From an optimization exercise on the open Yosys and OpenROAD flow, aimed at small area and a short achievable clock period; shortcuts taken in it are not production practice. Where RTL was checked, it was by simulation tests only, not by an equivalence proof against the original. The RTL of runs 1 to 5 was laid out without a check of its function. Power figures rest on the tool's default switching activity, not on a simulated workload.

File: flow/config.mk
export PLATFORM = sky130hd
export DESIGN_NAME = multichannel_strike_peak_detector
export DESIGN_NICKNAME = multichannel_strike_peak_detector
export VERILOG_FILES = /design/flow/design.v
export SDC_FILE = /design/flow/constraint.sdc
export NUM_CORES = 4
export LEC_CHECK = 0
export ABC_AREA = 1
export CAP_MARGIN = 20
export CORE_MARGIN = 2
export CORE_UTILIZATION = 40
export SLEW_MARGIN = 20
File: flow/constraint.sdc
create_clock -name core_clock -period 6.5 [get_ports {clk}]
set_input_delay 1.3000 -clock core_clock [delete_from_list [all_inputs] [get_ports {clk}]]
set_output_delay 1.3000 -clock core_clock [all_outputs]
set_load 0.01 [all_outputs]
File: flow/design.v
package mspd_pkg;
  localparam int CHANNELS = 4;
  localparam int IN_CH    = 4;
  localparam int LANES    = (CHANNELS < IN_CH) ? CHANNELS : IN_CH;
  localparam int SAMPLE_W = 10;
  localparam int PEAK_W   = 10;
  localparam int CH_W     = 2;
  localparam int TIME_W   = 32;
  localparam int THR_W    = 10;
  localparam int WIN_W    = 16;
  localparam int CFG_W    = 16;
  localparam logic [SAMPLE_W:0] MID_RAIL = 11'd512;
  localparam logic [THR_W-1:0] THRESHOLD_RESET = 10'd80;
  localparam logic [WIN_W-1:0] WINDOW_RESET    = 16'd20;
  localparam logic REG_THRESHOLD = 1'b0;
  localparam logic REG_WINDOW    = 1'b1;
  localparam logic OP_SAMPLE = 1'b0;
  localparam logic OP_POLL   = 1'b1;
  typedef struct packed {
    logic              done;
    logic [PEAK_W-1:0] peak;
  } lane_fin_t;
  typedef struct packed {
    logic              valid;
    logic [CH_W-1:0]   channel;
    logic [PEAK_W-1:0] peak;
  } result_t;
endpackage
module mspd_lane (
  input  logic                            clk,
  input  logic                            rst_n,
  input  logic                            sample_en,
  input  logic [mspd_pkg::SAMPLE_W-1:0]   sample,
  input  logic [mspd_pkg::TIME_W-1:0]     now_ms,
  input  logic [10:0]                     thr2m1,     
  input  logic                            thr_zero,
  input  logic [15:0]                     lo_m_win,   
  input  logic                            lo_wrap,    
  output logic                            fin,        
  output logic [mspd_pkg::PEAK_W-1:0]     peak        
);
  logic                           active_r;
  logic [mspd_pkg::PEAK_W-1:0]    peak_r;
  logic [mspd_pkg::TIME_W-1:0]    start_r;
  logic [mspd_pkg::PEAK_W-1:0]    key;
  logic                           gt;
  logic                           trig;
  logic                           expired;
  assign key     = {sample[8:0] ^ {9{~sample[9]}}, ~sample[9]};
  mspd_cmp #(.W(10)) u_gt   (.a(key),          .b(peak_r),        .ci(1'b0), .y(gt));
  logic ge_thr;
  mspd_cmp #(.W(11)) u_trig (.a({1'b0, key}),  .b(thr2m1),        .ci(1'b1), .y(ge_thr));
  assign trig    = thr_zero || ge_thr;
  logic        c1, c2, lt, hz;
  logic [15:0] ah, ch;
  mspd_cmp #(.W(16)) u_c1 (.a(now_ms[15:0]),  .b(start_r[15:0]), .ci(1'b1), .y(c1));
  mspd_cmp #(.W(16)) u_c2 (.a(start_r[15:0]), .b(lo_m_win),      .ci(1'b0), .y(c2));
  assign lt  = lo_wrap ? (c1 || c2) : (c1 && c2);
  assign ah  = now_ms[31:16];
  assign ch  = ~start_r[31:16];
  assign hz  = ((ah[0] ^ ch[0]) == c1) &&
               (((ah[15:1] ^ ch[15:1]) ^ (ah[14:0] | ch[14:0])) == 15'd0);
  assign expired = !(hz && lt);
  assign fin     = active_r && expired;
  assign peak    = peak_r;
  always_ff @(posedge clk) begin
    if (!rst_n)
      active_r <= 1'b0;
    else if (sample_en)
      active_r <= active_r ? !expired : trig;
  end
  always_ff @(posedge clk) begin
    if (!active_r)
      start_r <= now_ms;
    if (!active_r || (sample_en && gt))
      peak_r <= key;
  end
endmodule
module mspd_cmp #(
  parameter int W = 16
) (
  input  logic [W-1:0] a,
  input  logic [W-1:0] b,
  input  logic         ci,
  output logic         y
);
  localparam int L = $clog2(W + 1);
  localparam int N = 1 << L;
  logic [N-1:0] g [L+1];
  logic [N-1:0] p [L+1];
  for (genvar i = 0; i < N; i++) begin : g_leaf
    if (i == 0) begin : g_ci
      assign g[0][i] = ci;
      assign p[0][i] = 1'b0;
    end else if (i <= W) begin : g_bit
      assign g[0][i] = a[i-1] & ~b[i-1];
      assign p[0][i] = a[i-1] | ~b[i-1];
    end else begin : g_pad
      assign g[0][i] = 1'b0;
      assign p[0][i] = 1'b1;
    end
  end
  for (genvar k = 1; k <= L; k++) begin : g_lvl
    for (genvar i = 0; i < (N >> k); i++) begin : g_node
      assign g[k][i] = g[k-1][2*i+1] | (p[k-1][2*i+1] & g[k-1][2*i]);
      assign p[k][i] = p[k-1][2*i+1] & p[k-1][2*i];
    end
    if ((N >> k) < N) begin : g_fill
      assign g[k][N-1:(N >> k)] = '0;
      assign p[k][N-1:(N >> k)] = '0;
    end
  end
  assign y = g[L][0];
endmodule
module mspd_merge (
  input  logic                                       clk,
  input  logic                                       rst_n,
  input  logic                                       sample_acc,
  input  logic                                       poll_acc,
  input  logic [mspd_pkg::LANES-1:0]                 fin,
  input  logic [mspd_pkg::LANES*mspd_pkg::PEAK_W-1:0] peak,
  output logic                                       full,
  output logic [mspd_pkg::CH_W-1:0]                  slot_ch,
  output logic [mspd_pkg::PEAK_W-1:0]                slot_key
);
  logic                         pend_r;
  logic [mspd_pkg::LANES-1:0]   fin_r;
  logic [mspd_pkg::CH_W-1:0]    win_ch;
  logic [mspd_pkg::PEAK_W-1:0]  win_key;
  assign full = pend_r || (|fin_r);
  always_comb begin
    win_ch  = '0;
    win_key = peak[0 +: mspd_pkg::PEAK_W];
    for (int i = mspd_pkg::LANES - 1; i > 0; i--) begin
      if (fin_r[i]) begin
        win_ch  = mspd_pkg::CH_W'(i);
        win_key = peak[i*mspd_pkg::PEAK_W +: mspd_pkg::PEAK_W];
      end
    end
    if (fin_r[0]) begin
      win_ch  = '0;
      win_key = peak[0 +: mspd_pkg::PEAK_W];
    end
  end
  always_ff @(posedge clk) begin
    if (!rst_n) begin
      pend_r <= 1'b0;
      fin_r  <= '0;
    end else begin
      pend_r <= full && !poll_acc;
      fin_r  <= (sample_acc && !full) ? fin : '0;
    end
  end
  always_ff @(posedge clk) begin
    if (|fin_r) begin
      slot_ch  <= win_ch;
      slot_key <= win_key;
    end
  end
endmodule
module multichannel_strike_peak_detector (
  input  logic                              clk,
  input  logic                              rst_n,
  input  logic                              cfg_we,
  input  logic                              cfg_index,
  input  logic [mspd_pkg::CFG_W-1:0]        cfg_wdata,
  input  logic                              in_valid,
  output logic                              in_ready,
  input  logic                              in_op,
  input  logic [mspd_pkg::SAMPLE_W-1:0]     in_sample_ch0,
  input  logic [mspd_pkg::SAMPLE_W-1:0]     in_sample_ch1,
  input  logic [mspd_pkg::SAMPLE_W-1:0]     in_sample_ch2,
  input  logic [mspd_pkg::SAMPLE_W-1:0]     in_sample_ch3,
  input  logic [mspd_pkg::TIME_W-1:0]       in_now_ms,
  output logic                              out_valid,
  input  logic                              out_ready,
  output logic                              out_event_valid,
  output logic [mspd_pkg::CH_W-1:0]         out_event_channel,
  output logic [mspd_pkg::PEAK_W-1:0]       out_event_peak
);
  logic [mspd_pkg::THR_W-1:0]  thr_r;
  logic [mspd_pkg::WIN_W-1:0]  win_r;
  logic [10:0]                 thr2m1;
  logic                        thr_zero;
  logic                        in_acc;
  logic                        sample_en;
  logic                        poll_en;
  logic                        full;
  logic [mspd_pkg::SAMPLE_W-1:0]               samples [mspd_pkg::IN_CH];
  logic [mspd_pkg::LANES-1:0]                  fin;
  logic [mspd_pkg::LANES*mspd_pkg::PEAK_W-1:0] peak;
  logic [mspd_pkg::CH_W-1:0]                   slot_ch;
  logic [mspd_pkg::PEAK_W-1:0]                 slot_key;
  logic                        out_valid_r;
  logic                        ev_r;
  assign samples[0] = in_sample_ch0;
  assign samples[1] = in_sample_ch1;
  assign samples[2] = in_sample_ch2;
  assign samples[3] = in_sample_ch3;
  assign in_ready  = !out_valid_r || out_ready;
  assign in_acc    = in_valid && in_ready;
  assign sample_en = in_acc && (in_op == mspd_pkg::OP_SAMPLE);
  assign poll_en   = in_acc && (in_op == mspd_pkg::OP_POLL);
  always_ff @(posedge clk) begin
    if (!rst_n) begin
      thr_r <= mspd_pkg::THRESHOLD_RESET;
      win_r <= mspd_pkg::WINDOW_RESET;
    end else if (cfg_we) begin
      if (cfg_index == mspd_pkg::REG_WINDOW)
        win_r <= cfg_wdata[mspd_pkg::WIN_W-1:0];
      else
        thr_r <= cfg_wdata[mspd_pkg::THR_W-1:0];
    end
  end
  assign thr2m1   = {thr_r, 1'b0} - 11'd1;
  assign thr_zero = (thr_r == '0);
  logic [16:0] lo_m_win;
  assign lo_m_win = {1'b0, in_now_ms[15:0]} - {1'b0, win_r};
  for (genvar g = 0; g < mspd_pkg::LANES; g++) begin : g_lane
    mspd_lane u_lane (
      .clk       (clk),
      .rst_n     (rst_n),
      .sample_en (sample_en),
      .sample    (samples[g]),
      .now_ms    (in_now_ms),
      .thr2m1    (thr2m1),
      .thr_zero  (thr_zero),
      .lo_m_win  (lo_m_win[15:0]),
      .lo_wrap   (lo_m_win[16]),
      .fin       (fin[g]),
      .peak      (peak[g*mspd_pkg::PEAK_W +: mspd_pkg::PEAK_W])
    );
  end
  mspd_merge u_merge (
    .clk        (clk),
    .rst_n      (rst_n),
    .sample_acc (sample_en),
    .poll_acc   (poll_en),
    .fin        (fin),
    .peak       (peak),
    .full       (full),
    .slot_ch    (slot_ch),
    .slot_key   (slot_key)
  );
  always_ff @(posedge clk) begin
    if (!rst_n) begin
      out_valid_r <= 1'b0;
    end else if (in_acc) begin
      out_valid_r <= 1'b1;
    end else if (out_ready) begin
      out_valid_r <= 1'b0;
    end
    if (in_acc) begin
      ev_r <= (in_op == mspd_pkg::OP_POLL) && full;
    end
  end
  assign out_valid         = out_valid_r;
  assign out_event_valid   = ev_r;
  assign out_event_channel = ev_r ? slot_ch : '0;
  assign out_event_peak    = ev_r ? ({1'b0, slot_key[9:1]} + {9'd0, slot_key[0]}) : '0;
endmodule
File: flow/flow/run.sh
#!/bin/bash
# standard layout, with the port buffers made of buf_2 cells instead of the
# resizer's default pick (a delay buffer)
set -euo pipefail
export BUFFER_PORTS_ARGS="-buffer_cell sky130_fd_sc_hd__buf_2"
bash standard.sh > standard.log 2>&1
File: flow/standard.sh
#!/bin/bash
# synth_recipe.tcl (not shown) runs the flow's synth.tcl, then flattens the netlist and writes it again
# the make line also repeats each setting of config.mk as NAME=value (left out here)
make -C /OpenROAD-flow-scripts/flow DESIGN_CONFIG=/design/flow/config.mk WORK_HOME=/design/flow/orfs CLKGATE_MAP_FILE= SYNTH_SCRIPT=/design/flow/synth_recipe.tcl "${@:-finish}"
==> results.txt, run 1 <==
SYNTHESIS
---------------------------------------------------------------------------------
Sequential fraction of the synthesis area                                   43.8%
Post-synthesis net count                                                     1952
YS warnings                                                                    14
FFs w/ async S/R, synth                                                        0%
Distinct cell type count after synthesis                                       45
Number of flops mapped to enable cells by yosys                               181
Netlist area before placement                                          0.0141 mm²
Syn Area/Cell                                                            7.92 µm²
Ys flop type                                                         sky130_fd_sc_hd__edfxtp_1
Synthesized instance count                                                   1777
Post-synthesis register bit count                                             217

DRT
---------------------------------------------------------------------------------
Number of vias per cell after detailed routing                               5.15
Via count                                                                   12255
Residual DRC count                                                              0
Final ANT Viol Nets                                                             0
Sum of routed wire length over all layers                                 38.8 mm
Detailed-routing iteration count for the pre-antenna-repair pass                6
Detailed router's first-iteration violation count                             811
Wirelength per Cell                                                       16.3 µm

CTS
---------------------------------------------------------------------------------
Post-CTS Resized                                                                0
Number of buffers added to fix hold violations after cts                        0
CTS tree                                                                    built
Insertion delay of the later-clocked pin in the worst-skew pair           0.55 ns
Htree depth                                                                     1
Register clock-pin slew on the reported worst setup and hold paths        0.06 ns
Clock buffer depth                                                              3
Buffer type at the clock tree root                                   sky130_fd_sc_hd__clkbuf_16
Sinks on Clock Net                                                            217
Number of buffers added by the clock tree synthesis step                       26
Number of buffers added for setup after CTS                                     0

FLOORPLAN
---------------------------------------------------------------------------------
Area of the die                                                        0.0367 mm²
Initial Util                                                                40.6%
Vertical extent of the die                                                 192 µm
Site Rows                                                                      68
Total I/O pin count                                                           110
Core Box Area                                                          0.0346 mm²
Die extent in x                                                            192 µm

STA
---------------------------------------------------------------------------------
Headroom to the max-slew limit                                              58.4%
Unrepaired setup endpoints after global routing                             false
Tcrit/Tclk final                                                            52.7%
Post-route setup TNS                                                         0 ns
FMAX                                                                    0.292 GHz
Min cycle time layout                                                     3.42 ns
Measured slew at the worst slew-check pin                                0.623 ns
Final worst clock skew                                                  0.0159 ns
Slew Viols, Final                                                               0
Hold violation total from the final report                                      0
Number of endpoints failing setup at the final stage                            0
Worst path setup slack after routing                                      3.08 ns

CRITICAL PATH
---------------------------------------------------------------------------------
Slowest-stage cell, CP                                               sky130_fd_sc_hd__edfxtp_1
Worst path required time                                                  5.20 ns
Peak per-stage delay on the critical path                                 0.37 ns
Kind of start point of the critical path                                 register
Arrival time at the worst endpoint                                        2.12 ns
Critical Setup Path Class                                              reg -> out
Worst setup EP type                                                   output port
Cells along the critical path                                        ha_1 > ha_1 > nand2_1 > inv_1 > nand2_1 > nor2_1 > nand3_1 > inv_1 > nand2_1 > o21ai_0 > a21oi_1 > buf_2
Worst-path maximum fanout                                                       3
Cell repeated most along the worst path                              sky130_fd_sc_hd__nand2_1

FLOW RUN
---------------------------------------------------------------------------------
Number of max-cap violations                                                    0

PWR
---------------------------------------------------------------------------------
Leakage                                                                0.00758 µW
Worst IR drop on VDD                                                     0.219 mV
Power per Cell Area                                                    263 mW/mm²

GLOBAL ROUTE
---------------------------------------------------------------------------------
Initial antenna violation count                                                 0
Via count of the first global-routing pass                                  11559
GRT Residual Overflow                                                           0
GR Layer Usage met2                                                         35.4%
Grt met1 use                                                                28.5%
First-pass GRT wire length                                                61.1 mm
Maximum number of pins on one net before global-route repair                   35
Most heavily used metal layer in global routing                              met2
M3 GR Usage                                                                 2.77%
Overall track demand over capacity in global routing                        21.2%

RUN STATUS
---------------------------------------------------------------------------------
Status                                           no timing/DRC/antenna violations

CELLS AND AREA
---------------------------------------------------------------------------------
Layout Area Growth over Synthesis                                           13.7%
Fin area                                                               0.0160 mm²
Most common cell after layout, fill and taps aside                   sky130_fd_sc_hd__nand2_1
Post-layout nets                                                             2079
Highest-count cells in the layout ignoring fill and taps             445 x sky130_fd_sc_hd__nand2_1, 292 x sky130_fd_sc_hd__inv_1, 181 x sky130_fd_sc_hd__edfxtp_1, 140 x sky130_fd_sc_hd__nand3_1, 130 x sky130_fd_sc_hd__nor2_1
Antenna Diode Count                                                             0
Fraction of layout cells with a size suffix above 1                         9.98%

HOLD PATH
---------------------------------------------------------------------------------
Hold WC Path Type                                                      reg -> reg

PLACEMENT
---------------------------------------------------------------------------------
Worst slack, placed                                                       2.59 ns
HPWL Detailed                                                             30.5 mm
Placer congestion estimate                                                  0.930
Instance area after placement                                          0.0152 mm²
Count of input and output buffers                                             109

final timing paths:
kind | start | endpoint | slack (ns) | cells past startpoint
worst max register to register | win_r[12] | u_merge.fin_r[2] | 3.75 | 16
worst min register to register | win_r[7] | win_r[7] | 0.46 | 2
worst max-delay path | u_merge.slot_key[0] | out_event_peak[8] | 3.08 | 12
worst min-delay path | win_r[7] | win_r[7] | 0.46 | 2
routing by layer:
| layer | part of all wire (%) | vias up |
|---|---|---|
| met4 | 3.3 | 0 |
| met1 | 45 | 5627 |
| met2 | 46 | 346 |
| li1 | - | 6217 |
| met3 | 5.6 | 65 |
| met5 | 0 | - |
cells in the mapped netlist (2+ instances only):
cell type	number	area share (%)
sky130_fd_sc_hd__a211oi_1	9	0.48
sky130_fd_sc_hd__a21oi_1	85	3.0
sky130_fd_sc_hd__a221o_1	2	0.14
sky130_fd_sc_hd__a221oi_1	2	0.12
sky130_fd_sc_hd__a31oi_1	4	0.18
sky130_fd_sc_hd__and2_1	3	0.13
sky130_fd_sc_hd__buf_2	4	0.14
sky130_fd_sc_hd__clkbuf_1	13	0.35
sky130_fd_sc_hd__dfxtp_1	36	5.1
sky130_fd_sc_hd__edfxtp_1	181	39
sky130_fd_sc_hd__ha_1	79	7.0
sky130_fd_sc_hd__inv_1	292	7.8
sky130_fd_sc_hd__inv_2	2	0.053
sky130_fd_sc_hd__nand2_1	445	12
sky130_fd_sc_hd__nand2_2	8	0.36
sky130_fd_sc_hd__nand3_1	140	5.0
sky130_fd_sc_hd__nand3b_1	17	0.91
sky130_fd_sc_hd__nand4_1	21	0.93
sky130_fd_sc_hd__nor2_1	130	3.5
sky130_fd_sc_hd__nor2_2	5	0.22
sky130_fd_sc_hd__nor3_1	17	0.60
sky130_fd_sc_hd__nor3b_1	4	0.21
sky130_fd_sc_hd__nor4_1	7	0.31
sky130_fd_sc_hd__o2111ai_1	2	0.12
sky130_fd_sc_hd__o211ai_1	24	1.3
sky130_fd_sc_hd__o21a_1	2	0.11
sky130_fd_sc_hd__o21ai_0	114	4.1
sky130_fd_sc_hd__o221ai_1	3	0.19
sky130_fd_sc_hd__o22ai_1	30	1.3
sky130_fd_sc_hd__o31ai_1	6	0.32
sky130_fd_sc_hd__or2_2	16	0.71
sky130_fd_sc_hd__xnor2_1	24	1.5
sky130_fd_sc_hd__xor2_1	38	2.4
per-stage QoR:
step                      cells  power, µW  utilization, %  hold WS [ns]
after detailed placement   2331       2810            43.8         0.457
after global routing       2379       4450            46.2         0.482
final                      2379       4210            46.2         0.465
after global placement     2331       2790            43.8         0.453
after floorplan            1777       2470               -         0.433
after CTS                  2379       4240            46.2         0.464
logic make-up (layout without fill, tap and decap cells):
| group | Yosys count | count (layout) | synth area share (%) |
|---|---|---|---|
| and+or+nand+nor | 816 | 816 | 24.9 |
| buffers and inverters | 312 | 459 | 8.39 |
| AOI/OAI and AO/OA | 289 | 289 | 11.8 |
| DFF | 217 | 217 | 43.8 |
| adders and majority gates | 80 | 80 | 7.17 |
| xor gates and xnor gates | 63 | 63 | 3.98 |
flip-flops by register name (all words and copies together), names as in the netlist:
register / count
u_merge.fin_r: 4
g_lane.u_lane.peak_r: 40
out_valid_r: 1
u_merge.slot_ch: 2
win_r: 16
ev_r: 1
u_merge.slot_key: 10
g_lane.u_lane.active_r: 4
g_lane.u_lane.start_r: 128
u_merge.pend_r: 1
thr_r: 10
where the power goes:
group | internal [µW] | switching, µW | leakage, µW
clock | 838 | 588 | 0.000403
combinational | 359 | 683 | 0.00501
sequential | 1670 | 71.3 | 0.00216
area by class of cell:
| cell class | instances | area [µm²] |
|---|---|---|
| clock buffer | 35 | 704 |
| fill | 3456 | 18600 |
| tap | 455 | 569 |
| inverter | 294 | 1100 |
| timing repair buffer | 117 | 606 |
| sequential | 217 | 6160 |
| multi-input combinational | 1248 | 6730 |
| clock inverter | 13 | 128 |
critical path, delay by kind of cell (launching register included):
family                   cells  cell delay, ns
adder cells (fa/ha/maj)      2            0.43
flip-flops                   1            0.37
AND/OR/NAND/NOR              5            0.34
buffers and inverters        3            0.23
AO/OA/AOI/OAI                2            0.21
==> run 2, diff against run 1 <==
--- a/flow/design.v
+++ b/flow/design.v
@@ -122,5 +122,5 @@
   output logic                                       full,
   output logic [mspd_pkg::CH_W-1:0]                  slot_ch,
-  output logic [mspd_pkg::PEAK_W-1:0]                slot_key
+  output logic [mspd_pkg::PEAK_W-1:0]                slot_peak
 );
   logic                         pend_r;
@@ -154,6 +154,6 @@
   always_ff @(posedge clk) begin
     if (|fin_r) begin
-      slot_ch  <= win_ch;
-      slot_key <= win_key;
+      slot_ch   <= win_ch;
+      slot_peak <= {1'b0, win_key[9:1]} + {9'd0, win_key[0]};
     end
   end
@@ -191,5 +191,5 @@
   logic [mspd_pkg::LANES*mspd_pkg::PEAK_W-1:0] peak;
   logic [mspd_pkg::CH_W-1:0]                   slot_ch;
-  logic [mspd_pkg::PEAK_W-1:0]                 slot_key;
+  logic [mspd_pkg::PEAK_W-1:0]                 slot_peak;
   logic                        out_valid_r;
   logic                        ev_r;
@@ -241,5 +241,5 @@
     .full       (full),
     .slot_ch    (slot_ch),
-    .slot_key   (slot_key)
+    .slot_peak  (slot_peak)
   );
   always_ff @(posedge clk) begin
@@ -258,4 +258,4 @@
   assign out_event_valid   = ev_r;
   assign out_event_channel = ev_r ? slot_ch : '0;
-  assign out_event_peak    = ev_r ? ({1'b0, slot_key[9:1]} + {9'd0, slot_key[0]}) : '0;
-endmodule
+  assign out_event_peak    = ev_r ? slot_peak : '0;
+endmodule
--- a/flow/config.mk
+++ b/flow/config.mk
@@ -10,3 +10,5 @@
 export CORE_MARGIN = 2
 export CORE_UTILIZATION = 40
+export CTS_CLUSTER_DIAMETER = 100
+export CTS_CLUSTER_SIZE = 24
 export SLEW_MARGIN = 20
==> run 2 against run 1 <==
Effect of this change:
- die area decreased by 0.33%
- critical endpoint is now u_merge.fin_r[1]
- core utilization decreased by 0.99 points
- total power decreased by 8.0%
- flip-flop and latch count unchanged
- sequential share of layout area increased by 0.94 points
- largest power group unchanged
==> results.txt, run 2 <==
RUN STATUS
---------------------------------------------------------------------------------
Status                                           no timing/DRC/antenna violations

CTS
---------------------------------------------------------------------------------
Number of buffers added to fix hold violations after cts                        0   unchanged
Number of buffers added by the clock tree synthesis step                       15   -42%
Number of buffers added for setup after CTS                                     0   unchanged
Insertion delay of the later-clocked pin in the worst-skew pair           0.50 ns   -0.05 ns
Sinks on Clock Net                                                            217   unchanged
Post-CTS Resized                                                                0   unchanged
Htree depth                                                                     1   unchanged
Buffer type at the clock tree root                                   sky130_fd_sc_hd__clkbuf_16
CTS tree                                                                    built
Register clock-pin slew on the reported worst setup and hold paths        0.10 ns   +0.04 ns
Clock buffer depth                                                              3   unchanged

PLACEMENT
---------------------------------------------------------------------------------
HPWL Detailed                                                             31.0 mm   +1.5%
Count of input and output buffers                                             109   unchanged
Placer congestion estimate                                                  0.905   -2.7%

STA
---------------------------------------------------------------------------------
Tcrit/Tclk final                                                            51.8%   -0.88 points
Hold violation total from the final report                                      0   unchanged
Measured slew at the worst slew-check pin                                0.859 ns   +0.236 ns
Slew Viols, Final                                                               0   unchanged
Number of endpoints failing setup at the final stage                            0   unchanged
Unrepaired setup endpoints after global routing                             false
FMAX                                                                    0.297 GHz   +1.7%
Final worst clock skew                                                  0.0198 ns   +0.00394 ns
Post-route setup TNS                                                         0 ns   unchanged
Min cycle time layout                                                     3.37 ns   -0.0573 ns
Headroom to the max-slew limit                                              42.3%   -16 points

DRT
---------------------------------------------------------------------------------
Via count                                                                   12075   -1.5%
Final ANT Viol Nets                                                             0   unchanged
Number of vias per cell after detailed routing                               5.20   +0.99%
Wirelength per Cell                                                       17.0 µm   +4.1%
Detailed router's first-iteration violation count                             823   +1.5%
Sum of routed wire length over all layers                                 39.4 mm   +1.6%
Residual DRC count                                                              0   unchanged
Detailed-routing iteration count for the pre-antenna-repair pass                5   -1

CELLS AND AREA
---------------------------------------------------------------------------------
Layout Area Growth over Synthesis                                           11.4%
Top Registers                                                        g_lane.u_lane.start_r: 128 flops, g_lane.u_lane.peak_r: 40 flops, win_r: 16 flops
Largest register by flop count                                       g_lane.u_lane.start_r
Antenna Diode Count                                                             0   unchanged
Reg area                                                              0.00616 mm²   unchanged
Finished Core Util                                                          45.2%   -0.99 points
Largest register FFs                                                          128   unchanged
Fraction of layout cells with a size suffix above 1                         10.0%   +0.042 points
Multi-input gate area                                                 0.00669 mm²   -0.59%
Post-layout nets                                                             2033   -2.2%
Fill cells                                                                   3495   +1.1%
Most common cell after layout, fill and taps aside                   sky130_fd_sc_hd__nand2_1
Highest-count cells in the layout ignoring fill and taps             414 x sky130_fd_sc_hd__nand2_1, 288 x sky130_fd_sc_hd__inv_1, 181 x sky130_fd_sc_hd__edfxtp_1, 135 x sky130_fd_sc_hd__nand3_1, 132 x sky130_fd_sc_hd__nor2_1

FLOORPLAN
---------------------------------------------------------------------------------
Area of the die                                                        0.0366 mm²   -0.33%
Total I/O pin count                                                           110   unchanged
Initial Util                                                                40.6%   about the same
Core Box Area                                                          0.0345 mm²   -0.25%
Vertical extent of the die                                                 191 µm   -0.17%
Site Rows                                                                      68   unchanged
Die extent in x                                                            191 µm   -0.17%

PWR
---------------------------------------------------------------------------------
Power share of the sequential group                                         45.0%   +3.7 points
Clock network power share                                                   27.6%   -6.3 points
Leakage                                                                0.00739 µW   -2.5%
Switching share of power                                                    34.0%   +2.1 points
Power per Cell Area                                                    248 mW/mm²   -5.7%
Internal power component                                                  2560 µW   -11%
Worst IR drop on VDD                                                     0.211 mV   -3.4%
Portion of total power attributed to combinational logic                    27.3%   +2.5 points
Switching power                                                           1320 µW   -2.0%

SYNTHESIS
---------------------------------------------------------------------------------
Most frequently used cell type in the post-synthesis netlist         sky130_fd_sc_hd__nand2_1
Share of the synthesized area in the top cell type                          38.8%   +0.13 points
Distinct cell type count after synthesis                                       47   +4.4%
Post-synthesis register bit count                                             217   unchanged
Sequential fraction of the synthesis area                                   43.9%   +0.15 points
Synth top area cells                                                 sky130_fd_sc_hd__edfxtp_1 39%, sky130_fd_sc_hd__nand2_1 11%, sky130_fd_sc_hd__inv_1 7.7%, sky130_fd_sc_hd__ha_1 7.0%, sky130_fd_sc_hd__dfxtp_1 5.1%
Post-synthesis net count                                                     1918   -1.7%
Area leader, netlist                                                 sky130_fd_sc_hd__edfxtp_1
Number of flops mapped to enable cells by yosys                               181   unchanged
Netlist area before placement                                          0.0140 mm²   -0.34%
Ys flop type                                                         sky130_fd_sc_hd__edfxtp_1
FFs w/ async S/R, synth                                                        0%   unchanged
Synth top cells by count                                             414 x sky130_fd_sc_hd__nand2_1, 288 x sky130_fd_sc_hd__inv_1, 181 x sky130_fd_sc_hd__edfxtp_1
Synthesized instance count                                                   1743   -1.9%
YS warnings                                                                    14   unchanged
Syn Area/Cell                                                            8.04 µm²   +1.6%

CRITICAL PATH
---------------------------------------------------------------------------------
Arrival time at the worst endpoint                                        3.76 ns   +1.64 ns
Worst setup EP type                                                      register
Critical Setup Path Class                                               in -> reg
Cell repeated most along the worst path                              sky130_fd_sc_hd__nand2_1
Peak per-stage delay on the critical path                                 0.45 ns   +0.08 ns
Worst path required time                                                  6.89 ns   +1.69 ns
Cells along the critical path                                        buf_2 > inv_1 > ha_1 > inv_1 > fa_1 > nand2_1 > nand2_2 > nand3_2 > nand2_2 > nand2_2 > nand3_1 > nand3_1 > nand2_1 > nor2_2 > nand3_1 > nand3_1 > nand2_1 > nand2_1 > nand2_1 > nand2_1 > nor2_1
Kind of start point of the critical path                                input pin
Worst-path maximum fanout                                                       5   +2
Slowest-stage cell, CP                                               sky130_fd_sc_hd__fa_1

GLOBAL ROUTE
---------------------------------------------------------------------------------
First-pass GRT wire length                                                62.1 mm   +1.8%
Overall track demand over capacity in global routing                        21.8%   +0.56 points
Initial antenna violation count                                                 1   +1
Via count of the first global-routing pass                                  11650   +0.79%
Maximum number of pins on one net before global-route repair                   34   -2.9%
GRT Residual Overflow                                                           0   unchanged

FLOW RUN
---------------------------------------------------------------------------------
Number of max-cap violations                                                    0   unchanged

HOLD PATH
---------------------------------------------------------------------------------
Hold WC Path Type                                                      reg -> reg

-- run 2: layout make-up --
class | instances | area share (%)
Multi-Input combinational cell | 1217 | 42.9
Clock buffer | 17 | 2.45
Sequential cell | 217 | 39.4
Timing Repair Buffer | 114 | 3.73
Tap cell | 455 | 3.65
Inverter | 293 | 7.04
Clock inverter | 8 | 0.849
-- run 2: cells by family (layout without fill, tap and decap cells) --
| kind of cell | count (synthesis) | after routing | synth area share (%) |
|---|---|---|---|
| AND/OR/NAND/NOR | 769 | 769 | 23.5 |
| flip-flops | 217 | 217 | 43.9 |
| adder cells (fa/ha/maj) | 80 | 80 | 7.19 |
| AO/OA/AOI/OAI | 282 | 282 | 11.6 |
| buffers and inverters | 309 | 432 | 8.36 |
| XOR/XNOR | 86 | 86 | 5.43 |
-- run 2: final timing paths --
kind                                    from                         to  slack (ns)  depth (start not counted)
worst min register to register     win_r[10]                  win_r[10]        0.46                          2
worst min-delay path               win_r[10]                  win_r[10]        0.46                          2
worst max register to register      thr_r[0]  g_lane[2].u_lane.active_r        3.67                         15
worst max-delay path            in_now_ms[0]           u_merge.fin_r[1]        3.13                         21
-- run 2: worst max-delay path, delay by kind of cell --
kind	cells	cell delay, ns
simple gates	16	1.48
buf+inv	3	0.34
fa+ha+maj	2	0.61
-- run 2: metrics by stage --
stage          instance area, µm²  cells  power, µW  setup WS [ns]  hold slack [ns]
2_1_floorplan               14000   1743       2490           3.10            0.433
3_3_place_gp                15100   2296       2810           2.66            0.447
3_5_place_dp                15100   2296       2820           2.66            0.453
4_1_cts                     15600   2321       3890           3.18            0.465
5_1_grt                     15600   2321       4100           2.79            0.499
6_report                    15600   2321       3870           3.13            0.460
-- run 2: metal layers --
| layer | up-vias | global-route usage (%) | share of wire (%) |
|---|---|---|---|
| li1 | 6045 | - | - |
| met1 | 5665 | 30.4 | 47 |
| met2 | 310 | 36.1 | 46 |
| met3 | 53 | 2.09 | 4.6 |
| met4 | 2 | 5.98 | 2.5 |
| met5 | - | 0 | 0.030 |
-- run 2: power groups by stage --
stage | clock network (µW) | registers, µW | logic [µW]
after global placement | 0 | 1770 | 1040
after CTS | 1100 | 1740 | 1060
after detailed placement | 0 | 1770 | 1050
final | 1070 | 1740 | 1060
after floorplan | 0 | 1740 | 744
after global routing | 1140 | 1760 | 1210
==> run 3, diff against run 2 <==
--- a/flow/config.mk
+++ b/flow/config.mk
@@ -12,3 +12,4 @@
 export CTS_CLUSTER_DIAMETER = 100
 export CTS_CLUSTER_SIZE = 24
+export SETUP_SLACK_MARGIN = 3.3
 export SLEW_MARGIN = 20
==> run 3 against run 2 <==
Effect of this change:
- critical endpoint is now u_merge.fin_r[3]
- critical path type unchanged
- wire length fell by 0.46%
- clock skew increased by 0.0051 ns
- core utilization up 1.2 points
- die area is the same
==> results.txt, run 3 <==
SYNTHESIS
---------------------------------------------------------------------------------
Synth top area cells                                                 sky130_fd_sc_hd__edfxtp_1 39%, sky130_fd_sc_hd__nand2_1 11%, sky130_fd_sc_hd__inv_1 7.7%, sky130_fd_sc_hd__ha_1 7.0%, sky130_fd_sc_hd__dfxtp_1 5.1%
Syn Area/Cell                                                            8.04 µm²   unchanged
YS warnings                                                                    14   unchanged
Post-synthesis register bit count                                             217   unchanged
Sequential fraction of the synthesis area                                   43.9%   unchanged
Most frequently used cell type in the post-synthesis netlist         sky130_fd_sc_hd__nand2_1
Share of the synthesized area in the top cell type                          38.8%   unchanged
Area leader, netlist                                                 sky130_fd_sc_hd__edfxtp_1
Distinct cell type count after synthesis                                       47   unchanged
Synthesized instance count                                                   1743   unchanged
Post-synthesis net count                                                     1918   unchanged
Netlist area before placement                                          0.0140 mm²   unchanged
FFs w/ async S/R, synth                                                        0%   unchanged
Number of flops mapped to enable cells by yosys                               181   unchanged
Synth top cells by count                                             414 x sky130_fd_sc_hd__nand2_1, 288 x sky130_fd_sc_hd__inv_1, 181 x sky130_fd_sc_hd__edfxtp_1
Ys flop type                                                         sky130_fd_sc_hd__edfxtp_1

HOLD PATH
---------------------------------------------------------------------------------
Launch instance of the worst min-delay path                             win_r[15]
Hold WC Path Type                                                      reg -> reg
Cell count of the worst hold path                                               2   unchanged
Hold Path End                                                           win_r[15]

CTS
---------------------------------------------------------------------------------
Number of buffers added to fix hold violations after cts                        0   unchanged
Clock buffer depth                                                              3   unchanged
Number of buffers added by the clock tree synthesis step                       14   -1
Buffer type at the clock tree root                                   sky130_fd_sc_hd__clkbuf_16
Insertion delay of the later-clocked pin in the worst-skew pair           0.50 ns   about the same
Htree depth                                                                     1   unchanged
Register clock-pin slew on the reported worst setup and hold paths        0.09 ns   about the same
Sinks on Clock Net                                                            217   unchanged
CTS tree                                                                    built

GLOBAL ROUTE
---------------------------------------------------------------------------------
First-pass GRT wire length                                                60.5 mm   -2.7%
Overall track demand over capacity in global routing                        21.2%   -0.57 points
Initial antenna violation count                                                 0   -1
GRT Residual Overflow                                                           0   unchanged
Maximum number of pins on one net before global-route repair                   35   +2.9%
Via count of the first global-routing pass                                  11390   -2.2%

PLACEMENT
---------------------------------------------------------------------------------
Number of placed instances with taps included                                2296   unchanged
HPWL Detailed                                                             30.8 mm   -0.80%
Count of input and output buffers                                             109   unchanged
Placer congestion estimate                                                  0.943   +4.3%

CRITICAL PATH
---------------------------------------------------------------------------------
Peak per-stage delay on the critical path                                 0.33 ns   -0.12 ns
Worst setup EP type                                                      register
Arrival time at the worst endpoint                                        3.48 ns   -0.28 ns
Slowest-stage cell, CP                                               sky130_fd_sc_hd__ha_4
Worst reg-to-reg setup slack                                              3.73 ns   +0.06 ns
End of the worst register-to-register path                           u_merge.slot_peak[8]
Worst-path maximum fanout                                                      13   +8
Cells along the critical path                                        clkbuf_4 > ha_4 > nand2_1 > nor2_2 > nand3_1 > nand4_1 > nand2_2 > nand2_1 > nand2_1 > nor2_2 > nand3_1 > nand3_1 > nand2_1 > nand2_1 > nand2_2 > nand2_1 > nor2_1
Cell repeated most along the worst path                              sky130_fd_sc_hd__nand2_1
Worst path required time                                                  6.90 ns   about the same
Depth of the most critical reg-to-reg path                                     12   -3
Kind of start point of the critical path                                input pin
Critical Setup Path Class                                               in -> reg
Start of the worst register-to-register path                         u_merge.fin_r[2]

DRT
---------------------------------------------------------------------------------
Detailed-routing iteration count for the pre-antenna-repair pass                5   unchanged
Sum of routed wire length over all layers                                 39.3 mm   -0.46%
Detailed router's first-iteration violation count                             920   +12%
Number of vias per cell after detailed routing                               5.18   -0.41%
Wirelength per Cell                                                       16.9 µm   -0.55%
Residual DRC count                                                              0   unchanged
Via count                                                                   12036   -0.32%
Final ANT Viol Nets                                                             0   unchanged

PWR
---------------------------------------------------------------------------------
Power per Cell Area                                                    240 mW/mm²   -3.1%
Leakage                                                                0.00748 µW   +1.3%
Worst IR drop on VDD                                                     0.253 mV   +20%

CELLS AND AREA
---------------------------------------------------------------------------------
Finished Layout Cells                                                        2323   +0.086%
Post-layout nets                                                             2035   +0.098%
Fraction of layout cells with a size suffix above 1                         13.0%   +2.9 points
Highest-count cells in the layout ignoring fill and taps             406 x sky130_fd_sc_hd__nand2_1, 285 x sky130_fd_sc_hd__inv_1, 181 x sky130_fd_sc_hd__edfxtp_1, 129 x sky130_fd_sc_hd__nor2_1, 120 x sky130_fd_sc_hd__nand3_1
Largest register by flop count                                       g_lane.u_lane.start_r
Largest register FFs                                                          128   unchanged
Most common cell after layout, fill and taps aside                   sky130_fd_sc_hd__nand2_1
Top Registers                                                        g_lane.u_lane.start_r: 128 flops, g_lane.u_lane.peak_r: 40 flops, win_r: 16 flops
Antenna Diode Count                                                             0   unchanged
Layout Area Growth over Synthesis                                           14.4%

FLOORPLAN
---------------------------------------------------------------------------------
Core Box Area                                                          0.0345 mm²   unchanged
Vertical extent of the die                                                 191 µm   unchanged
Total I/O pin count                                                           110   unchanged
Die extent in x                                                            191 µm   unchanged
Area of the die                                                        0.0366 mm²   unchanged
Initial Util                                                                40.6%   unchanged
Site Rows                                                                      68   unchanged

FLOW RUN
---------------------------------------------------------------------------------
Number of max-cap violations                                                    0   unchanged

STA
---------------------------------------------------------------------------------
Hold violation total from the final report                                      0   unchanged
Slew Viols, Final                                                               0   unchanged
Measured slew at the worst slew-check pin                                0.717 ns   -0.141 ns
Number of endpoints failing setup at the final stage                            0   unchanged
Post-route setup TNS                                                         0 ns   unchanged
Min cycle time layout                                                     3.08 ns   -0.285 ns
Final worst clock skew                                                  0.0249 ns   +0.00507 ns
Tcrit/Tclk final                                                            47.4%   -4.4 points
Headroom to the max-slew limit                                              51.8%   +9.5 points
FMAX                                                                    0.325 GHz   +9.2%
Unrepaired setup endpoints after global routing                              true

RUN STATUS
---------------------------------------------------------------------------------
Status                                           no timing/DRC/antenna violations

-- run 3: cell count changes in the layout (fill, tap and decap cells not counted), sizes merged --
cell / previous run / this run
clkbuf: 17 / 22
buf: 114 / 115
bufinv: 2 / 0
clkinvlp: 2 / 0
-- run 3: power by group --
| part | switching, µW | internal (µW) |
|---|---|---|
| sequential | 75.5 | 1670 |
| combinational | 727 | 389 |
| clock | 507 | 485 |
-- run 3: how the worst max path moves through the flow --
stage / from / to / depth (start not counted)
floorplan: in_now_ms[0] / u_merge.fin_r[2] / 18
global placement: in_now_ms[0] / g_lane[2].u_lane.active_r / 18
detailed placement: in_now_ms[0] / g_lane[2].u_lane.active_r / 18
CTS: in_now_ms[0] / u_merge.fin_r[1] / 22
global route: in_now_ms[0] / u_merge.fin_r[3] / 24
finish: in_now_ms[9] / u_merge.fin_r[3] / 17
-- run 3: timing repair --
item	CTS	global route
buffers inserted	2	1
gates resized for setup	6	74
setup endpoints to repair	2	18
pin swaps	1	13
-- run 3: kinds of logic after synthesis --
group                    synth area share (%)
flip-flops                               43.9
XOR/XNOR                                 5.43
buffers and inverters                    8.36
AND/OR/NAND/NOR                          23.5
adder cells (fa/ha/maj)                  7.19
AO/OA/AOI/OAI                            11.6
-- run 3: cell type report --
type                       count  area (µm²)
sequential                   217        6160
multi-input combinational   1217        7090
inverter                     293        1120
timing repair buffer         117         617
tap                          455         569
fill                        3481       18500
clock buffer                  20         435
clock inverter                 4        45.0
-- run 3: layer usage --
| layer | GRT usage (%) | vias to the layer above | wire length [µm] |
|---|---|---|---|
| met4 | 4.94 | 0 | 862 |
| met3 | 1.85 | 45 | 1740 |
| met1 | 28.9 | 5643 | 17800 |
| li1 | - | 6052 | - |
| met2 | 36.6 | 296 | 18900 |
| met5 | 0 | - | 0 |
-- run 3: critical path: cells and delay by family --
family                     cells  cell delay, ns
and+or+nand+nor               15            1.65
adders and majority gates      1            0.33
buffers and inverters          1            0.19
-- run 3: stage by stage --
| stage | utilization (%) | total power [µW] | instance area, µm² | hold WS (ns) | setup WS (ns) |
|---|---|---|---|---|---|
| 3_5_place_dp | 43.9 | 2830 | 15200 | 0.463 | 2.66 |
| 4_1_cts | 45.4 | 3840 | 15700 | 0.475 | 3.30 |
| 3_3_place_gp | 43.9 | 2820 | 15200 | 0.463 | 2.70 |
| 5_1_grt | 46.4 | 4070 | 16000 | 0.510 | 3.21 |
| 2_1_floorplan | - | 2490 | 14100 | 0.433 | 3.27 |
| 6_report | 46.4 | 3850 | 16000 | 0.473 | 3.42 |
==> run 4, diff against run 3 <==
--- a/flow/config.mk
+++ b/flow/config.mk
@@ -12,4 +12,4 @@
 export CTS_CLUSTER_DIAMETER = 100
 export CTS_CLUSTER_SIZE = 24
-export SETUP_SLACK_MARGIN = 3.3
+export SETUP_SLACK_MARGIN = 3.7
 export SLEW_MARGIN = 20
==> run 4 against run 3 <==
Effect of this change:
- setup slack worse by 0.069 ns
- combinational power up 6%
- cell count grew 0.56%
- flip-flop and latch count is the same
- total power down 1.4%
- clock-buffer cell count decreased by 2
- synthesized cell count unchanged
- via count grew 0.54%
- critical path depth grew 1
- sequential share of layout area is 0.89 points lower
- non-clock buffer count grew 13
- critical endpoint is now g_lane[2].u_lane.active_r
- largest power group unchanged
==> results.txt, run 4 <==
CELLS AND AREA
---------------------------------------------------------------------------------
Fin area                                                               0.0164 mm²   +2.4%
Multi-input gate area                                                 0.00740 mm²   +4.4%
Fraction of layout cells with a size suffix above 1                         16.1%   +3.2 points
Finished Layout Cells                                                        2336   +0.56%
Reg area                                                              0.00616 mm²   unchanged
Highest-count cells in the layout ignoring fill and taps             385 x sky130_fd_sc_hd__nand2_1, 281 x sky130_fd_sc_hd__inv_1, 181 x sky130_fd_sc_hd__edfxtp_1, 123 x sky130_fd_sc_hd__nor2_1, 113 x sky130_fd_sc_hd__nand3_1
Largest register FFs                                                          128   unchanged
Most common cell after layout, fill and taps aside                   sky130_fd_sc_hd__nand2_1
Top Registers                                                        g_lane.u_lane.start_r: 128 flops, g_lane.u_lane.peak_r: 40 flops, win_r: 16 flops
Post-layout nets                                                             2047   +0.59%
Fill cells                                                                   3401   -2.3%
Finished Core Util                                                          47.5%   +1.1 points
Largest register by flop count                                       g_lane.u_lane.start_r
Layout Area Growth over Synthesis                                           17.1%

DRT
---------------------------------------------------------------------------------
Detailed router's first-iteration violation count                             960   +4.3%
Detailed-routing iteration count for the pre-antenna-repair pass                6   +1
Sum of routed wire length over all layers                                 39.4 mm   +0.46%
Final ANT Viol Nets                                                             0   unchanged
Residual DRC count                                                              0   unchanged
Wirelength per Cell                                                       16.9 µm   -0.10%
Via count                                                                   12101   +0.54%
Number of vias per cell after detailed routing                               5.18   about the same

GLOBAL ROUTE
---------------------------------------------------------------------------------
Overall track demand over capacity in global routing                        21.5%   +0.27 points
Via count of the first global-routing pass                                  11463   +0.64%
First-pass GRT wire length                                                61.6 mm   +1.8%
Initial antenna violation count                                                 1   +1
GRT Residual Overflow                                                           0   unchanged
Maximum number of pins on one net before global-route repair                   33   -5.7%

CRITICAL PATH
---------------------------------------------------------------------------------
Peak per-stage delay on the critical path                                 0.43 ns   +0.10 ns
Worst setup EP type                                                      register
Start of the worst register-to-register path                             thr_r[0]
Cell repeated most along the worst path                              sky130_fd_sc_hd__nand2_4
Cells along the critical path                                        buf_12 > inv_16 > ha_4 > inv_4 > fa_2 > nand2_2 > nand2_4 > nand3_4 > nand2_4 > nand2_4 > nand2_4 > nand2_8 > nand2_4 > a21oi_4 > nand4_1 > a21oi_1 > nand2_2 > a21oi_2
Worst path required time                                                  6.91 ns   about the same
Buffers plus inverters on the worst setup path                                  3   +2
Arrival time at the worst endpoint                                        3.56 ns   +0.08 ns
Kind of start point of the critical path                                input pin
Start point of the critical path                                     in_now_ms[0]
Slowest-stage cell, CP                                               sky130_fd_sc_hd__fa_2
Critical Setup Path Class                                               in -> reg
Top cell family by delay on the critical path                        simple AND/OR/NAND/NOR gates
Worst-path maximum fanout                                                       6   -7

HOLD PATH
---------------------------------------------------------------------------------
Launch instance of the worst min-delay path                              win_r[9]
Hold WC Path Type                                                      reg -> reg

SYNTHESIS
---------------------------------------------------------------------------------
Share of the synthesized area in the top cell type                          38.8%   unchanged
Ys flop type                                                         sky130_fd_sc_hd__edfxtp_1
Post-synthesis net count                                                     1918   unchanged
Synthesized instance count                                                   1743   unchanged
Most frequently used cell type in the post-synthesis netlist         sky130_fd_sc_hd__nand2_1
Post-synthesis register bit count                                             217   unchanged
FFs w/ async S/R, synth                                                        0%   unchanged
Syn Area/Cell                                                            8.04 µm²   unchanged
Netlist area before placement                                          0.0140 mm²   unchanged
YS warnings                                                                    14   unchanged
Number of flops mapped to enable cells by yosys                               181   unchanged
Area leader, netlist                                                 sky130_fd_sc_hd__edfxtp_1
Distinct cell type count after synthesis                                       47   unchanged
Synth top area cells                                                 sky130_fd_sc_hd__edfxtp_1 39%, sky130_fd_sc_hd__nand2_1 11%, sky130_fd_sc_hd__inv_1 7.7%, sky130_fd_sc_hd__ha_1 7.0%, sky130_fd_sc_hd__dfxtp_1 5.1%
Synth top cells by count                                             414 x sky130_fd_sc_hd__nand2_1, 288 x sky130_fd_sc_hd__inv_1, 181 x sky130_fd_sc_hd__edfxtp_1
Sequential fraction of the synthesis area                                   43.9%   unchanged

FLOORPLAN
---------------------------------------------------------------------------------
Die extent in x                                                            191 µm   unchanged
Core Box Area                                                          0.0345 mm²   unchanged
Initial Util                                                                40.6%   unchanged
Total I/O pin count                                                           110   unchanged
Site Rows                                                                      68   unchanged
Area of the die                                                        0.0366 mm²   unchanged
Vertical extent of the die                                                 191 µm   unchanged

PWR
---------------------------------------------------------------------------------
Internal power component                                                  2470 µW   -2.6%
Worst IR drop on VDD                                                     0.155 mV   -39%
Portion of total power attributed to combinational logic                    31.4%   +2.4 points
Power per Cell Area                                                    231 mW/mm²   -3.7%
Leakage                                                                0.00758 µW   +1.3%
Switching share of power                                                    34.8%   +0.81 points
Switching power                                                           1320 µW   +0.91%
Clock network power share                                                   22.7%   -3.1 points
Power share of the sequential group                                         45.9%   +0.7 points

STA
---------------------------------------------------------------------------------
Hold violation total from the final report                                      0   unchanged
Headroom to the max-slew limit                                              45.4%   -6.4 points
Slew Viols, Final                                                               0   unchanged
Tcrit/Tclk final                                                            48.5%   +1.1 points
Number of endpoints failing setup at the final stage                            0   unchanged
Min cycle time layout                                                     3.15 ns   +0.0688 ns
FMAX                                                                    0.317 GHz   -2.2%
Post-route setup TNS                                                         0 ns   unchanged
Measured slew at the worst slew-check pin                                0.818 ns   +0.100 ns
Unrepaired setup endpoints after global routing                              true
Final worst clock skew                                                  0.0257 ns   +0.000837 ns

CTS
---------------------------------------------------------------------------------
Number of buffers added by the clock tree synthesis step                       13   -1
Htree depth                                                                     1   unchanged
Clock buffer depth                                                              3   unchanged
Sinks on Clock Net                                                            217   unchanged
CTS tree                                                                    built
Register clock-pin slew on the reported worst setup and hold paths        0.10 ns   about the same
Buffer type at the clock tree root                                   sky130_fd_sc_hd__clkbuf_16
Insertion delay of the later-clocked pin in the worst-skew pair           0.49 ns   about the same

PLACEMENT
---------------------------------------------------------------------------------
Placer congestion estimate                                                  0.942   -0.19%
Instance area after placement                                          0.0152 mm²   +0.35%
Count of input and output buffers                                             109   unchanged
HPWL Detailed                                                             30.9 mm   +0.45%
Number of placed instances with taps included                                2295   -0.044%

RUN STATUS
---------------------------------------------------------------------------------
Status                                           no timing/DRC/antenna violations

FLOW RUN
---------------------------------------------------------------------------------
Number of max-cap violations                                                    0   unchanged

-- run 4: layout make-up --
class / instances / area share [%]
Sequential cell: 217 / 37.5
Clock inverter: 3 / 0.175
Tap cell: 455 / 3.47
Inverter: 293 / 6.81
Multi-Input combinational cell: 1217 / 45.1
Clock buffer: 18 / 2.10
Antenna cell: 3 / 0.0457
Timing Repair Buffer: 130 / 4.81
-- run 4: repair_timing --
item,CTS,global route
pin swaps,24,29
endpoints found under the setup margin,20,39
resized for setup,62,88
setup buffers,9,8
hold buffers,0,0
-- run 4: worst paths after layout --
check / end / slack, ns / cells after the start
worst min-delay path: win_r[9] / 0.49 / 2
worst max register to register: g_lane[2].u_lane.active_r / 3.68 / 15
worst min register to register: win_r[9] / 0.49 / 2
worst max-delay path: g_lane[2].u_lane.active_r / 3.35 / 18
-- run 4: tightest hold or removal path, cell delays in order (launching register included) --
cell and delay (ns):
sky130_fd_sc_hd__dfxtp_1 0.31, sky130_fd_sc_hd__inv_1 0.07, sky130_fd_sc_hd__a21oi_1 0.07
-- run 4: metal layers --
layer	vias to the layer above	routed length (µm)	global-route usage (%)	share of wire [%]
met5	-	0	0	0
met4	0	796	4.38	2.0
met3	50	2340	1.89	5.9
met2	343	18000	35.4	46
met1	5638	18300	30.9	46
li1	6070	-	-	-
-- run 4: cell families (layout without fill, tap and decap cells) --
family / after synthesis / in the layout / synth area share, %
adders and majority gates: 80 / 80 / 7.19
xor gates and xnor gates: 86 / 86 / 5.43
AOI/OAI and AO/OA: 282 / 282 / 11.6
and+or+nand+nor: 769 / 769 / 23.5
buffers and inverters: 309 / 444 / 8.36
other: 0 / 3 / 0
DFF: 217 / 217 / 43.9
-- run 4: through the flow --
step,hold slack (ns),setup slack [ns],total power (µW)
2_1_floorplan,0.433,3.27,2500
3_3_place_gp,0.451,2.72,2820
3_5_place_dp,0.464,2.67,2840
4_1_cts,0.482,3.43,3750
5_1_grt,0.510,3.26,4030
6_report,0.493,3.35,3790
-- run 4: power groups by stage --
stage	Sequential (µW)	Clock (µW)	Combinational, µW
6_report	1740	860	1190
5_1_grt	1760	930	1340
4_1_cts	1740	891	1120
3_5_place_dp	1770	0	1070
3_3_place_gp	1770	0	1050
2_1_floorplan	1740	0	756
==> run 5, diff against run 4 <==
--- a/flow/config.mk
+++ b/flow/config.mk
@@ -12,4 +12,4 @@
 export CTS_CLUSTER_DIAMETER = 100
 export CTS_CLUSTER_SIZE = 24
-export SETUP_SLACK_MARGIN = 3.7
+export SETUP_SLACK_MARGIN = 3.5
 export SLEW_MARGIN = 20
==> run 5 against run 4 <==
Effect of this change:
- still clean on timing, DRC and antenna
- die area stayed put
- first-iteration DRC count is 14% lower
- combinational power hardly changed
- flip-flop and latch count stayed put
- total power is 4.7% higher
- hold slack hardly changed
- area after synthesis stayed put
- register-to-register slack better by 0.05 ns
- sequential power hardly changed
- setup slack better by 0.14 ns
- critical endpoint is now u_merge.fin_r[0]
==> results.txt, run 5 <==
GLOBAL ROUTE
------------------------------------------------------------------------------------
Via count of the first global-routing pass                                     11476   +0.11%
Maximum number of pins on one net before global-route repair                      35   +6.1%
GRT Residual Overflow                                                              0   unchanged
First-pass GRT wire length                                                   61.3 mm   -0.39%
Initial antenna violation count                                                    0   -1
Overall track demand over capacity in global routing                           21.4%   -0.12 points

CTS
------------------------------------------------------------------------------------
Register clock-pin slew on the reported worst setup and hold paths           0.09 ns   about the same
Number of buffers added to fix hold violations after cts                           0   unchanged
Insertion delay of the later-clocked pin in the worst-skew pair              0.51 ns   +0.02 ns
Clock buffer depth                                                                 3   unchanged
Htree depth                                                                        1   unchanged
Number of buffers added by the clock tree synthesis step                          15   +2
Sinks on Clock Net                                                               217   unchanged
CTS tree                                                                       built
Buffer type at the clock tree root                                      sky130_fd_sc_hd__clkbuf_16

STA
------------------------------------------------------------------------------------
FMAX                                                                       0.332 GHz   +4.7%
Headroom to the max-slew limit                                                 45.6%   +0.14 points
Post-route setup TNS                                                            0 ns   unchanged
Min cycle time layout                                                        3.01 ns   -0.141 ns
Measured slew at the worst slew-check pin                                   0.816 ns   -0.00215 ns
Tcrit/Tclk final                                                               46.3%   -2.2 points
Unrepaired setup endpoints after global routing                                 true
Number of endpoints failing setup at the final stage                               0   unchanged
Hold violation total from the final report                                         0   unchanged
Final worst clock skew                                                     0.0302 ns   +0.00445 ns
Slew Viols, Final                                                                  0   unchanged

CRITICAL PATH
------------------------------------------------------------------------------------
Slowest-stage cell, CP                                                  sky130_fd_sc_hd__fa_2
Worst setup EP type                                                         register
Buffers plus inverters on the worst setup path                                     4   +1
Cell repeated most along the worst path                                 sky130_fd_sc_hd__nand2_4
Depth of the critical timing path with buffers and inverters included             20   +2
Depth of the most critical reg-to-reg path                                        12   -3
Critical Setup Path Class                                                  in -> reg
Arrival time at the worst endpoint                                           3.41 ns   -0.15 ns
Top cell family by delay on the critical path                           simple AND/OR/NAND/NOR gates
Peak per-stage delay on the critical path                                    0.38 ns   -0.05 ns
Kind of start point of the critical path                                   input pin
Worst-path maximum fanout                                                          5   -1
Worst path required time                                                     6.90 ns   about the same
Worst reg-to-reg setup slack                                                 3.73 ns   +0.05 ns
End of the worst register-to-register path                              u_merge.slot_peak[8]
Cells along the critical path                                           buf_12 > inv_16 > ha_4 > inv_4 > fa_2 > nand2_2 > nand2_4 > nand3_4 > nand2_4 > nand2_4 > nand2_4 > nand2_8 > nand2_4 > a21oi_4 > buf_6 > a21oi_1 > nor2_1 > nand2_2 > nand2_1 > nor2_1
Start of the worst register-to-register path                            u_merge.fin_r[2]

SYNTHESIS
------------------------------------------------------------------------------------
Post-synthesis register bit count                                                217   unchanged
Area leader, netlist                                                    sky130_fd_sc_hd__edfxtp_1
Post-synthesis net count                                                        1918   unchanged
Sequential fraction of the synthesis area                                      43.9%   unchanged
Most frequently used cell type in the post-synthesis netlist            sky130_fd_sc_hd__nand2_1
Number of flops mapped to enable cells by yosys                                  181   unchanged
FFs w/ async S/R, synth                                                           0%   unchanged
Ys flop type                                                            sky130_fd_sc_hd__edfxtp_1
Netlist area before placement                                             0.0140 mm²   unchanged
YS warnings                                                                       14   unchanged
Synthesized instance count                                                      1743   unchanged
Synth top area cells                                                    sky130_fd_sc_hd__edfxtp_1 39%, sky130_fd_sc_hd__nand2_1 11%, sky130_fd_sc_hd__inv_1 7.7%, sky130_fd_sc_hd__ha_1 7.0%, sky130_fd_sc_hd__dfxtp_1 5.1%
Synth top cells by count                                                414 x sky130_fd_sc_hd__nand2_1, 288 x sky130_fd_sc_hd__inv_1, 181 x sky130_fd_sc_hd__edfxtp_1
Distinct cell type count after synthesis                                          47   unchanged
Syn Area/Cell                                                               8.04 µm²   unchanged
Share of the synthesized area in the top cell type                             38.8%   unchanged

HOLD PATH
------------------------------------------------------------------------------------
Hold Path End                                                               thr_r[9]
Cell count of the worst hold path                                                  2   unchanged
Launch instance of the worst min-delay path                                 thr_r[9]
Hold WC Path Type                                                         reg -> reg

PWR
------------------------------------------------------------------------------------
Post-layout power                                                            3970 µW   +4.7%
Worst IR drop on VDD                                                        0.244 mV   +57%
Leakage                                                                   0.00760 µW   +0.33%
Power per Cell Area                                                       242 mW/mm²   +4.7%

CELLS AND AREA
------------------------------------------------------------------------------------
Finished Layout Cells                                                           2339   +0.13%
Fin area                                                                  0.0164 mm²   about the same
Layout Area Growth over Synthesis                                              17.1%   about the same
Most common cell after layout, fill and taps aside                      sky130_fd_sc_hd__nand2_1
Fraction of layout cells with a size suffix above 1                            15.6%   -0.53 points
Fill cells                                                                      3409   +0.24%
Largest register by flop count                                          g_lane.u_lane.start_r
Top Registers                                                           g_lane.u_lane.start_r: 128 flops, g_lane.u_lane.peak_r: 40 flops, win_r: 16 flops
Largest register FFs                                                             128   unchanged
Post-layout nets                                                                2050   +0.15%
Highest-count cells in the layout ignoring fill and taps                386 x sky130_fd_sc_hd__nand2_1, 284 x sky130_fd_sc_hd__inv_1, 181 x sky130_fd_sc_hd__edfxtp_1, 121 x sky130_fd_sc_hd__nor2_1, 115 x sky130_fd_sc_hd__nand3_1
Antenna Diode Count                                                                0   -3

FLOORPLAN
------------------------------------------------------------------------------------
Site Rows                                                                         68   unchanged
Vertical extent of the die                                                    191 µm   unchanged
Total I/O pin count                                                              110   unchanged
Area of the die                                                           0.0366 mm²   unchanged
Die extent in x                                                               191 µm   unchanged
Initial Util                                                                   40.6%   unchanged
Core Box Area                                                             0.0345 mm²   unchanged

DRT
------------------------------------------------------------------------------------
Sum of routed wire length over all layers                                    39.5 mm   +0.27%
Via count                                                                      12073   -0.23%
Number of vias per cell after detailed routing                                  5.16   -0.36%
Wirelength per Cell                                                          16.9 µm   +0.14%
Detailed-routing iteration count for the pre-antenna-repair pass                   6   unchanged
Final ANT Viol Nets                                                                0   unchanged
Detailed router's first-iteration violation count                                829   -14%
Residual DRC count                                                                 0   unchanged

PLACEMENT
------------------------------------------------------------------------------------
HPWL Detailed                                                                30.9 mm   about the same
Number of placed instances with taps included                                   2296   +0.044%
Instance area after placement                                             0.0152 mm²   -0.27%
Placer congestion estimate                                                     0.955   +1.4%
Count of input and output buffers                                                109   unchanged

RUN STATUS
------------------------------------------------------------------------------------
Status                                              no timing/DRC/antenna violations

FLOW RUN
------------------------------------------------------------------------------------
Number of max-cap violations                                                       0   unchanged

run 5: cell counts after synthesis:
Identical to the previous run, type by type.
run 5: what timing repair did:
item                                    CTS  global route
endpoints found under the setup margin   18            48
gates resized for setup                  63            69
buffers inserted                          8             9
pin swaps                                20            13
run 5: routing by layer:
metal / vias up / wire length, µm / global-route usage [%]
met3: 45 / 1830 / 2.17
met5: - / 0 / 0
li1: 6079 / - / -
met4: 0 / 965 / 5.33
met1: 5635 / 18000 / 29.4
met2: 314 / 18800 / 36.1
run 5: cells by family after synthesis:
kind of cell	after synthesis	share of synthesized area, %
AOI/OAI and AO/OA	282	11.6
adders and majority gates	80	7.19
xor gates and xnor gates	86	5.43
buffers and inverters	309	8.36
DFF	217	43.9
and+or+nand+nor	769	23.5
run 5: cell type report:
type	count	area, µm²	share of cell area [%]
Clock buffer	16	379	2.31
Clock inverter	10	146	0.892
Inverter	293	1120	6.81
Multi-Input combinational cell	1217	7290	44.4
Sequential cell	217	6160	37.5
Tap cell	455	569	3.47
Timing Repair Buffer	131	754	4.60
run 5: stage by stage:
stage                     setup slack (ns)  hold WS, ns  utilization [%]
after CTS                             3.48        0.472             46.4
after global routing                  3.32        0.538             47.5
after global placement                2.74        0.454             43.9
final                                 3.49        0.494             47.5
after detailed placement              2.70        0.458             43.9
after floorplan                       3.27        0.433                -
run 5: worst min-delay path: stages (launching register included):
cell and delay, ns:
sky130_fd_sc_hd__dfxtp_1 0.32, sky130_fd_sc_hd__inv_1 0.07, sky130_fd_sc_hd__a21oi_1 0.05
run 5: worst max-delay path by stage:
stage	startpoint	slack, ns	end
after global routing	in_now_ms[0]	3.32	u_merge.fin_r[2]
final	in_now_ms[0]	3.49	u_merge.fin_r[0]
after detailed placement	in_now_ms[0]	2.70	u_merge.fin_r[2]
after global placement	in_now_ms[0]	2.74	u_merge.fin_r[1]
after CTS	in_now_ms[3]	3.48	u_merge.fin_r[2]
after floorplan	in_now_ms[0]	3.27	u_merge.fin_r[2]
run 5: power by group:
part           internal, µW  switching [µW]
clock network           530             536
registers              1670            75.7
logic                   416             750
==> run 6, diff against run 5 <==
--- a/flow/design.v
+++ b/flow/design.v
@@ -85,5 +85,5 @@
   output logic         y
 );
-  localparam int L = $clog2(W + 1);
+  localparam int L = (W < 2) ? 1 : (W < 4) ? 2 : (W < 8) ? 3 : (W < 16) ? 4 : (W < 32) ? 5 : 6;
   localparam int N = 1 << L;
   logic [N-1:0] g [L+1];
==> run 6 against run 5 <==
Effect of this change:
- still clean
- core utilization unchanged
- wire length stayed put
- sequential power about the same
- clock-buffer cell count unchanged
- first-iteration DRC count is the same
- via count unchanged
- cell count unchanged
- clock skew did not move
- critical endpoint unchanged
==> results.txt, run 6 <==
CRITICAL PATH
---------------------------------------------------------------------------------
Kind of start point of the critical path                                input pin
Critical Setup Path Class                                               in -> reg
Worst path required time                                                  6.90 ns   about the same
Arrival time at the worst endpoint                                        3.41 ns   about the same
Top cell family by delay on the critical path                        simple AND/OR/NAND/NOR gates
Worst-path maximum fanout                                                       5   unchanged
End of the worst register-to-register path                           u_merge.slot_peak[8]
Start of the worst register-to-register path                         u_merge.fin_r[2]
Worst setup EP type                                                      register
Buffers plus inverters on the worst setup path                                  4   unchanged

DRT
---------------------------------------------------------------------------------
Residual DRC count                                                              0   unchanged
Number of vias per cell after detailed routing                               5.16   unchanged
Final ANT Viol Nets                                                             0   unchanged

SYNTHESIS
---------------------------------------------------------------------------------
Post-synthesis register bit count                                             217   unchanged
Number of flops mapped to enable cells by yosys                               181   unchanged
Compound-gate portion of the synthesized area                               11.6%   unchanged
Distinct cell type count after synthesis                                       47   unchanged
Syn Area/Cell                                                            8.04 µm²   unchanged
Synth top area cells                                                 sky130_fd_sc_hd__edfxtp_1 39%, sky130_fd_sc_hd__nand2_1 11%, sky130_fd_sc_hd__inv_1 7.7%, sky130_fd_sc_hd__ha_1 7.0%, sky130_fd_sc_hd__dfxtp_1 5.1%
Post-synthesis net count                                                     1918   unchanged
Fraction of the mapped netlist area in simple logic gates                   23.5%   unchanged
Ys flop type                                                         sky130_fd_sc_hd__edfxtp_1

CELLS AND AREA
---------------------------------------------------------------------------------
Post-layout nets                                                             2050   unchanged
Largest register by flop count                                       g_lane.u_lane.start_r
Multi-input gate area                                                 0.00729 mm²   unchanged
Top Registers                                                        g_lane.u_lane.start_r: 128 flops, g_lane.u_lane.peak_r: 40 flops, win_r: 16 flops
Reg area                                                              0.00616 mm²   unchanged
Fill cells                                                                   3409   unchanged
Fraction of layout cells with a size suffix above 1                         15.6%   unchanged

HOLD PATH
---------------------------------------------------------------------------------
Hold WC Path Type                                                      reg -> reg

PWR
---------------------------------------------------------------------------------
Worst IR drop on VDD                                                     0.244 mV   unchanged

FLOW RUN
---------------------------------------------------------------------------------
Number of max-cap violations                                                    0   unchanged

GLOBAL ROUTE
---------------------------------------------------------------------------------
Maximum number of pins on one net before global-route repair                   35   unchanged
GRT Residual Overflow                                                           0   unchanged
Initial antenna violation count                                                 0   unchanged

STA
---------------------------------------------------------------------------------
FMAX                                                                    0.332 GHz   unchanged
Post-route setup TNS                                                         0 ns   unchanged
Unrepaired setup endpoints after global routing                              true
Final worst clock skew                                                  0.0302 ns   unchanged
Slew Viols, Final                                                               0   unchanged
Min cycle time layout                                                     3.01 ns   unchanged
Tcrit/Tclk final                                                            46.3%   unchanged

CTS
---------------------------------------------------------------------------------
Register clock-pin slew on the reported worst setup and hold paths        0.09 ns   about the same
Htree depth                                                                     1   unchanged
Sinks on Clock Net                                                            217   unchanged
Insertion delay of the later-clocked pin in the worst-skew pair           0.51 ns   about the same

PLACEMENT
---------------------------------------------------------------------------------
HPWL Detailed                                                             30.9 mm   unchanged

FLOORPLAN
---------------------------------------------------------------------------------
Total I/O pin count                                                           110   unchanged

RUN STATUS
---------------------------------------------------------------------------------
Status                                           no timing/DRC/antenna violations

run 6: cell counts in the layout (fill, tap and decap cells not counted):
Identical to the previous run, type by type.
run 6: cell type report:
class	count	share of cell area [%]
clock buffer	16	2.31
clock inverter	10	0.892
inverter	293	6.81
multi-input combinational	1217	44.4
sequential	217	37.5
tap	455	3.47
timing repair buffer	131	4.60
run 6: worst min-delay path, delay by kind of cell, from the launching register on:
kind | cells | cell delay [ns]
flops | 1 | 0.32
buf+inv | 1 | 0.07
compound gates | 1 | 0.05
run 6: report_power, final:
group          internal, µW  total [µW]  leakage, µW  switching, µW
registers              1670        1740      0.00216           75.7
clock network           530        1070     0.000255            536
logic                   416        1170      0.00518            750
run 6: worst min-delay path by stage:
stage          slack, ns  cells past startpoint         to      start
5_1_grt             0.54                      2   thr_r[9]   thr_r[9]
3_5_place_dp        0.46                      2   win_r[8]   win_r[8]
6_report            0.49                      2   thr_r[9]   thr_r[9]
3_3_place_gp        0.45                      2   win_r[8]   win_r[8]
4_1_cts             0.47                      2   win_r[8]   win_r[8]
2_1_floorplan       0.43                      2  win_r[10]  win_r[10]
run 6: metrics by stage:
step / cell area, µm² / utilization (%) / cells / setup WS (ns) / hold WS [ns]
finish: 16400 / 47.5 / 2339 / 3.49 / 0.494
detailed placement: 15200 / 43.9 / 2296 / 2.70 / 0.458
floorplan: 14100 / - / 1743 / 3.27 / 0.433
CTS: 16000 / 46.4 / 2330 / 3.48 / 0.472
global placement: 15200 / 43.9 / 2296 / 2.74 / 0.454
global route: 16400 / 47.5 / 2339 / 3.32 / 0.538
run 6: kinds of logic after synthesis:
logic type	Yosys count
buffers and inverters	309
adders and majority gates	80
DFF	217
xor gates and xnor gates	86
AOI/OAI and AO/OA	282
and+or+nand+nor	769
run 6: metal layers:
layer | track usage, % | share of wire, %
met4 | 5.33 | 2.4
met3 | 2.17 | 4.6
met5 | 0 | 0
met1 | 29.4 | 45
met2 | 36.1 | 48
run 6: what timing repair did:
action / 4_1_cts / 5_1_grt
endpoints found under the setup margin: 18 / 48
hold buffers: 0 / 0
buffers inserted: 8 / 9
pin swaps: 20 / 13
resized for setup: 63 / 69

Setup slack of run 6, layout unchanged: 3.491 ns with ideal ports, 3.485 ns with driving cells assumed (clock clkbuf_16, inputs buf_2), 2.941 ns with port delays also shifted by the 0.544 ns mid clock arrival.
